Context: an optimization exercise on an open-source flow, tuned for small area, a short achievable clock period and few clock cycles. The choices shown serve that exercise and are no tape-out recipe.
Where RTL was checked, it was by simulation tests only, not by an equivalence proof against the original.

==> inputs of 01-11 <==
## voxel_ray_traversal_unit
module voxel_ray_traversal_unit (
    input  wire logic        clk,
    input  wire logic        rst_n,
    input  wire logic        start,
    output logic             busy,
    input  wire logic        voxel_size_we,
    input  wire logic [4:0]  voxel_size,
    input  wire logic [15:0] start_x,
    input  wire logic [15:0] start_y,
    input  wire logic [15:0] start_z,
    input  wire logic [15:0] end_x,
    input  wire logic [15:0] end_y,
    input  wire logic [15:0] end_z,
    output logic             voxel_valid,
    output logic [7:0]       voxel_x,
    output logic [7:0]       voxel_y,
    output logic [7:0]       voxel_z,
    output logic             last_voxel_flag,
    output logic             truncated
);
Settings: LEC_CHECK=0, CAP_MARGIN=30, CORE_MARGIN=2, CORE_UTILIZATION=40, CTS_CLUSTER_DIAMETER=100, CTS_CLUSTER_SIZE=30, SETUP_SLACK_MARGIN=4.7, SLEW_MARGIN=30, TNS_END_PERCENT=5; clock period 8.0 ns.
standard.sh (not shown) runs the stock make flow with config.mk's settings and CLKGATE_MAP_FILE= SYNTH_SCRIPT=/design/flow/synth_recipe.tcl, a recipe that flattens the netlist after the stock synthesis.
==> flow/flow/run.sh <==
#!/bin/bash
# The standard layout (standard.sh), with the port buffers that
# buffer_ports inserts made as sky130_fd_sc_hd__buf_4 instead of the
# library's smallest buffer (a slow delay cell).  Every port is still
# buffered.  The full output goes to standard.log.
set -euo pipefail
export BUFFER_PORTS_ARGS="-buffer_cell sky130_fd_sc_hd__buf_4"
bash standard.sh > standard.log 2>&1
==> inputs of 04-19, as changes to 01-11 <==
--- a/flow/design.v
+++ b/flow/design.v
@@ -71,11 +71,10 @@
     logic [3:0]  fcnt;
     logic [7:0]  ncur  [3];     
     logic [7:0]  nendv [3];     
     logic [7:0]  nslo  [3];     
     logic [15:0] ndx   [3];     
-    logic [15:0] ndxv  [3];     
     logic [2:0]  ndcin;
     logic [2:0]  nneg;
     logic [5:0]  ri_s  [3];     
     logic [4:0]  ri_e  [3];
     logic [2:0]  nsat_n;
@@ -151,52 +150,46 @@
     logic [7:0]  lo  [3];
     logic [2:0]  satn_c, sats_c;
     logic        n_at_end;
     always_comb begin
         for (int a = 0; a < 3; a++) begin
-            logic [6:0] sn, ss;
+            logic [16:0] sn, ss;
             if (nneg[a]) begin
                 hi[a] = {1'b0, v} + ri_s[a];
                 lo[a] = nslo[a];
             end else begin
                 hi[a] = {1'b0, v} - ri_s[a] - {5'd0, (nslo[a] != 8'd0)};
                 lo[a] = 8'd0 - nslo[a];
             end
-            sn = {1'b0, ndxv[a][5:0]} + {1'b0, ri_s[a]} + {6'd0, ndcin[a]};
-            ss = {1'b0, ndxv[a][5:0]} + {2'b00, v}    + {6'd0, ndcin[a]};
-            satn_c[a] = sn[6] && (&ndxv[a][15:6]);
-            sats_c[a] = ss[6] && (&ndxv[a][15:6]);
+            sn = {11'd0, hi[a]} + {1'b1, ndx[a]} + {16'd0, ndcin[a]};
+            ss = {12'd0, v}     + {1'b1, ndx[a]} + {16'd0, ndcin[a]};
+            satn_c[a] = !sn[16];
+            sats_c[a] = !ss[16];
         end
         n_at_end = (ncur[0] == nendv[0]) && (ncur[1] == nendv[1]) && (ncur[2] == nendv[2]);
-        for (int a = 0; a < 3; a++)
-            npre_ax[a] = nneg[a] && (ncur[a] != nendv[a]);
     end
-    always_comb
-        for (int a = 0; a < 3; a++)
-            ndxv[a] = ndcin[a] ? ndx[a] : ~ndx[a];
-    logic [2:0]  pre_ax;        
+    logic [2:0]  pre_ax;
     logic        pre;
-    logic [2:0]  npre_ax;
     logic [2:0]  allone;
     logic        lt01, lt02, lt12;
     logic [2:0]  axm;           
     logic [2:0]  stepm;         
     logic        step_en;
     logic        do_pre;
     logic [32:0] tsum [3];
     logic        at_end_nx;
     logic [2:0]  eq;
     logic [2:0]  eqs;
-    logic [7:0]  cdif [3];
     always_comb begin
         for (int a = 0; a < 3; a++) begin
-            cdif[a]   = cur[a] - endv[a];
+            pre_ax[a] = neg[a] && (cur[a] != endv[a]);
             eq[a]     = (cur[a] == endv[a]);
-            eqs[a]    = neg[a] ? (cdif[a] == 8'd1) : (cdif[a] == 8'hFF);
+            eqs[a]    = neg[a] ? (cur[a] == endv[a] + 8'd1) : (cur[a] + 8'd1 == endv[a]);
             allone[a] = &tn[a];
             tsum[a]   = {1'b0, tn[a]} + {1'b0, ts[a]};
         end
+        pre  = |pre_ax;
         lt01 = !ovf[0] && (ovf[1] ? !allone[0] : (tn[0] < tn[1]));
         lt02 = !ovf[0] && (ovf[2] ? !allone[0] : (tn[0] < tn[2]));
         lt12 = !ovf[1] && (ovf[2] ? !allone[1] : (tn[1] < tn[2]));
         axm[0] = lt01 && lt02;
         axm[1] = !lt01 && lt12;
@@ -227,11 +220,11 @@
             fcnt <= fcnt + 1'b1;
             if (!busy) begin
                 fe_idx <= start;
                 fcnt   <= '0;
             end else if (fe_idx) begin
-                if (fcnt == 4'd9) begin
+                if (fcnt == 4'd8) begin
                     fe_idx <= 1'b0;
                     fe_rdy <= 1'b1;
                 end
             end else if (xfer) begin
                 fe_rdy <= 1'b0;
@@ -276,15 +269,14 @@
                 ndx[a]   <= e_in[a];
                 ri_s[a]  <= '0;
                 ri_e[a]  <= '0;
             end
         end else if (fe_idx && fcnt == 4'd8) begin
-            for (int a = 0; a < 3; a++)
+            for (int a = 0; a < 3; a++) begin
                 ri_s[a] <= hi[a];
-        end else if (fe_idx && fcnt == 4'd9) begin
-            for (int a = 0; a < 3; a++)
                 nslo[a] <= lo[a];
+            end
             nsat_n <= satn_c;
             nsat_s <= sats_c;
         end else if (fe_idx) begin
             for (int a = 0; a < 3; a++) begin
                 ncur[a]  <= {ncur[a][6:0], qis[a]};
@@ -293,27 +285,27 @@
                 ri_e[a]  <= rie_nx[a];
             end
             if (fcnt == 4'd0) begin
                 for (int a = 0; a < 3; a++) begin
                     logic [16:0] x;
+                    logic        flat;
                     x        = {1'b0, ndx[a]} + {1'b0, ~ncur[a], ~nslo[a]};
-                    ndx[a]   <= x[15:0];
+                    flat     = !x[16] && (x[15:0] == 16'hFFFF);
+                    nneg[a]  <= !x[16] && !flat;
+                    ndx[a]   <= x[16] ? ~x[15:0] : x[15:0];
                     ndcin[a] <= !x[16];
                 end
-            end else if (fcnt == 4'd1) begin
-                for (int a = 0; a < 3; a++)
-                    nneg[a] <= ndcin[a] && !(&ndx[a]);
             end
         end
         for (int a = 0; a < 3; a++) begin
             rn[a]  <= opload ? {10'd0, ri_s[a]} : rn_nx[a];
             rs[a]  <= opload ? {11'd0, v}       : rs_nx[a];
             slo[a] <= opload ? nslo[a]          : {slo[a][6:0], 1'b0};
         end
         if (opload) begin
             for (int a = 0; a < 3; a++)
-                dx[a] <= ndxv[a];
+                dx[a] <= ndx[a];
             dcin  <= ndcin;
             sat_n <= nsat_n;
             sat_s <= nsat_s;
         end
         if (dv_run) begin
@@ -333,12 +325,10 @@
             for (int a = 0; a < 3; a++) begin
                 cur[a]  <= ncur[a];
                 endv[a] <= nendv[a];
             end
             neg     <= nneg;
-            pre_ax  <= npre_ax;
-            pre     <= |npre_ax;
             last_r  <= n_at_end;
             trunc_r <= 1'b0;
             first   <= 1'b1;
             count   <= '0;
         end else if (step_en) begin
==> flow/run.sh (new file) <==
#!/bin/bash
# synth_recipe.tcl (not shown) runs the flow's synth.tcl, then flattens the netlist and writes it again
# the make line also repeats each setting of config.mk as NAME=value (left out here)
make -C /OpenROAD-flow-scripts/flow DESIGN_CONFIG=/design/flow/config.mk WORK_HOME=/design/flow/orfs CLKGATE_MAP_FILE= SYNTH_SCRIPT=/design/flow/synth_recipe.tcl finish
- CORE_UTILIZATION: 40 -> 60
- CTS_BUF_LIST: default -> sky130_fd_sc_hd__clkbuf_8
- CTS_CLUSTER_DIAMETER: 100 -> default
- CTS_CLUSTER_SIZE: 30 -> 20
- TNS_END_PERCENT: 5 -> default
removed: flow/flow/run.sh
removed: flow/standard.sh
==> inputs of 11-04, as changes to 01-11 <==
--- a/flow/design.v
+++ b/flow/design.v
@@ -71,11 +71,10 @@
     logic [3:0]  fcnt;
     logic [7:0]  ncur  [3];     
     logic [7:0]  nendv [3];     
     logic [7:0]  nslo  [3];     
     logic [15:0] ndx   [3];     
-    logic [15:0] ndxv  [3];     
     logic [2:0]  ndcin;
     logic [2:0]  nneg;
     logic [5:0]  ri_s  [3];     
     logic [4:0]  ri_e  [3];
     logic [2:0]  nsat_n;
@@ -151,52 +150,46 @@
     logic [7:0]  lo  [3];
     logic [2:0]  satn_c, sats_c;
     logic        n_at_end;
     always_comb begin
         for (int a = 0; a < 3; a++) begin
-            logic [6:0] sn, ss;
+            logic [16:0] sn, ss;
             if (nneg[a]) begin
                 hi[a] = {1'b0, v} + ri_s[a];
                 lo[a] = nslo[a];
             end else begin
                 hi[a] = {1'b0, v} - ri_s[a] - {5'd0, (nslo[a] != 8'd0)};
                 lo[a] = 8'd0 - nslo[a];
             end
-            sn = {1'b0, ndxv[a][5:0]} + {1'b0, ri_s[a]} + {6'd0, ndcin[a]};
-            ss = {1'b0, ndxv[a][5:0]} + {2'b00, v}    + {6'd0, ndcin[a]};
-            satn_c[a] = sn[6] && (&ndxv[a][15:6]);
-            sats_c[a] = ss[6] && (&ndxv[a][15:6]);
+            sn = {11'd0, hi[a]} + {1'b1, ndx[a]} + {16'd0, ndcin[a]};
+            ss = {12'd0, v}     + {1'b1, ndx[a]} + {16'd0, ndcin[a]};
+            satn_c[a] = !sn[16];
+            sats_c[a] = !ss[16];
         end
         n_at_end = (ncur[0] == nendv[0]) && (ncur[1] == nendv[1]) && (ncur[2] == nendv[2]);
-        for (int a = 0; a < 3; a++)
-            npre_ax[a] = nneg[a] && (ncur[a] != nendv[a]);
     end
-    always_comb
-        for (int a = 0; a < 3; a++)
-            ndxv[a] = ndcin[a] ? ndx[a] : ~ndx[a];
-    logic [2:0]  pre_ax;        
+    logic [2:0]  pre_ax;
     logic        pre;
-    logic [2:0]  npre_ax;
     logic [2:0]  allone;
     logic        lt01, lt02, lt12;
     logic [2:0]  axm;           
     logic [2:0]  stepm;         
     logic        step_en;
     logic        do_pre;
     logic [32:0] tsum [3];
     logic        at_end_nx;
     logic [2:0]  eq;
     logic [2:0]  eqs;
-    logic [7:0]  cdif [3];
     always_comb begin
         for (int a = 0; a < 3; a++) begin
-            cdif[a]   = cur[a] - endv[a];
+            pre_ax[a] = neg[a] && (cur[a] != endv[a]);
             eq[a]     = (cur[a] == endv[a]);
-            eqs[a]    = neg[a] ? (cdif[a] == 8'd1) : (cdif[a] == 8'hFF);
+            eqs[a]    = neg[a] ? (cur[a] == endv[a] + 8'd1) : (cur[a] + 8'd1 == endv[a]);
             allone[a] = &tn[a];
             tsum[a]   = {1'b0, tn[a]} + {1'b0, ts[a]};
         end
+        pre  = |pre_ax;
         lt01 = !ovf[0] && (ovf[1] ? !allone[0] : (tn[0] < tn[1]));
         lt02 = !ovf[0] && (ovf[2] ? !allone[0] : (tn[0] < tn[2]));
         lt12 = !ovf[1] && (ovf[2] ? !allone[1] : (tn[1] < tn[2]));
         axm[0] = lt01 && lt02;
         axm[1] = !lt01 && lt12;
@@ -227,11 +220,11 @@
             fcnt <= fcnt + 1'b1;
             if (!busy) begin
                 fe_idx <= start;
                 fcnt   <= '0;
             end else if (fe_idx) begin
-                if (fcnt == 4'd9) begin
+                if (fcnt == 4'd8) begin
                     fe_idx <= 1'b0;
                     fe_rdy <= 1'b1;
                 end
             end else if (xfer) begin
                 fe_rdy <= 1'b0;
@@ -276,15 +269,14 @@
                 ndx[a]   <= e_in[a];
                 ri_s[a]  <= '0;
                 ri_e[a]  <= '0;
             end
         end else if (fe_idx && fcnt == 4'd8) begin
-            for (int a = 0; a < 3; a++)
+            for (int a = 0; a < 3; a++) begin
                 ri_s[a] <= hi[a];
-        end else if (fe_idx && fcnt == 4'd9) begin
-            for (int a = 0; a < 3; a++)
                 nslo[a] <= lo[a];
+            end
             nsat_n <= satn_c;
             nsat_s <= sats_c;
         end else if (fe_idx) begin
             for (int a = 0; a < 3; a++) begin
                 ncur[a]  <= {ncur[a][6:0], qis[a]};
@@ -293,27 +285,27 @@
                 ri_e[a]  <= rie_nx[a];
             end
             if (fcnt == 4'd0) begin
                 for (int a = 0; a < 3; a++) begin
                     logic [16:0] x;
+                    logic        flat;
                     x        = {1'b0, ndx[a]} + {1'b0, ~ncur[a], ~nslo[a]};
-                    ndx[a]   <= x[15:0];
+                    flat     = !x[16] && (x[15:0] == 16'hFFFF);
+                    nneg[a]  <= !x[16] && !flat;
+                    ndx[a]   <= x[16] ? ~x[15:0] : x[15:0];
                     ndcin[a] <= !x[16];
                 end
-            end else if (fcnt == 4'd1) begin
-                for (int a = 0; a < 3; a++)
-                    nneg[a] <= ndcin[a] && !(&ndx[a]);
             end
         end
         for (int a = 0; a < 3; a++) begin
             rn[a]  <= opload ? {10'd0, ri_s[a]} : rn_nx[a];
             rs[a]  <= opload ? {11'd0, v}       : rs_nx[a];
             slo[a] <= opload ? nslo[a]          : {slo[a][6:0], 1'b0};
         end
         if (opload) begin
             for (int a = 0; a < 3; a++)
-                dx[a] <= ndxv[a];
+                dx[a] <= ndx[a];
             dcin  <= ndcin;
             sat_n <= nsat_n;
             sat_s <= nsat_s;
         end
         if (dv_run) begin
@@ -333,12 +325,10 @@
             for (int a = 0; a < 3; a++) begin
                 cur[a]  <= ncur[a];
                 endv[a] <= nendv[a];
             end
             neg     <= nneg;
-            pre_ax  <= npre_ax;
-            pre     <= |npre_ax;
             last_r  <= n_at_end;
             trunc_r <= 1'b0;
             first   <= 1'b1;
             count   <= '0;
         end else if (step_en) begin
==> flow/run.sh (new file) <==
#!/bin/bash
# synth_recipe.tcl (not shown) runs the flow's synth.tcl, then flattens the netlist and writes it again
# the make line also repeats each setting of config.mk as NAME=value (left out here)
make -C /OpenROAD-flow-scripts/flow DESIGN_CONFIG=/design/flow/config.mk WORK_HOME=/design/flow/orfs CLKGATE_MAP_FILE= SYNTH_SCRIPT=/design/flow/synth_recipe.tcl finish
- CTS_CLUSTER_DIAMETER: 100 -> default
- CTS_CLUSTER_SIZE: 30 -> default
removed: flow/flow/run.sh
removed: flow/standard.sh
==> notes <==
Between 11-04 and 04-19, the lower worst hold slack is in 04-19 (gap 0.00084 ns).
Worst setup slack, highest first: 01-11, 11-04, 04-19.
Fmax, highest first: 01-11, 11-04, 04-19.
Via count: 04-19 > 11-04 > 01-11.
Of 11-04 and 04-19, 04-19 has the higher count of clock-buffer cells in the layout (gap 41).
Non-clock buffer count: 04-19 > 11-04 > 01-11.
The lowest cell count belongs to 04-19, the highest to 11-04.
Critical path depth: 11-04 is lower than 01-11 (13).
==> figures <==
| item | 01-11 | 11-04 | 04-19 |
|---|---|---|---|
| Result of the run | timing/DRC/antenna clean | timing/DRC/antenna clean | timing/DRC/antenna clean |
| Maximum fanout along the worst path | 5 | 14 | 3 |
| Clock latency on the worst-skew pair | 0.67 ns | 0.71 ns | 0.82 ns |
| Final setup skew | 0.06291 ns | 0.03827 ns | 0.03276 ns |
| Die Span X | 349.0 µm | 350.2 µm | 286.6 µm |
| Instance count along the most critical hold path | 2 | 2 | 0 |
| Startpoint-to-endpoint class of the critical path | reg2reg | reg2out | reg2reg |
| HPWL reported at the end of detailed placement | 88800 µm | 96560 µm | 95000 µm |
| Slew headroom | 0.2284 | 0.4085 | 0.3518 |
| Post-layout minimum cycle time | 3.446 ns | 3.669 ns | 3.677 ns |
| Clk Tree Root Cell | clkbuf_16 | clkbuf_16 | clkbuf_8 |
| Final cycle utilization of the critical path | 0.4307 | 0.4586 | 0.4596 |
| Global-route usage over all layers | 0.1970 | 0.2148 | 0.3238 |
| Post-route non-filler standard cell count | 6442 | 6712 | 6349 |
| Unique cell type count in the Yosys netlist | 90 | 86 | 86 |
| Routed wire length on met2 | 56220 µm | 63020 µm | 64550 µm |
| Die area | 121800 µm² | 122600 µm² | 82160 µm² |
Testbench counts of 01-11, summed over its fixed seeds: cycles 14,518.
The RTL of 04-19 and 11-04 was laid out without a check of its function.

re-timing with driven ports:
The flow's constraints put no driver on any port. The routed layouts listed below were extracted and timed again, unchanged, in two steps. Step 1, drivers: a clkbuf_16 drives clk and a buf_2 each remaining input, both assumed. Step 2 times the ports against the registers' clock, not the clock port: input delays grow and output delays shrink by t, the midpoint of the rising clock arrivals with the driver on. Three values: ideal, step 1, step 2; two values: the first two.
run | t (ns) | slack for setup (ns) | worst hold slack (ns) | slew at the worst register clock pin (ns) | worst slew at a driven data input, ns
01-11 | 0.719 | 4.554 / 4.485 / 4.554 | 0.425 / 0.425 / 0.425 | 0.12 / 0.12 | 0.12
04-19 | 0.876 | 4.323 / 4.323 / 4.323 | 0.419 / 0.419 / 0.419 | 0.07 / 0.07 | 0.10
11-04 | 0.768 | 4.331 / 4.257 / 4.357 | 0.420 / 0.420 / 0.420 | 0.07 / 0.07 | 0.14
After both steps every run listed still meets setup and hold.
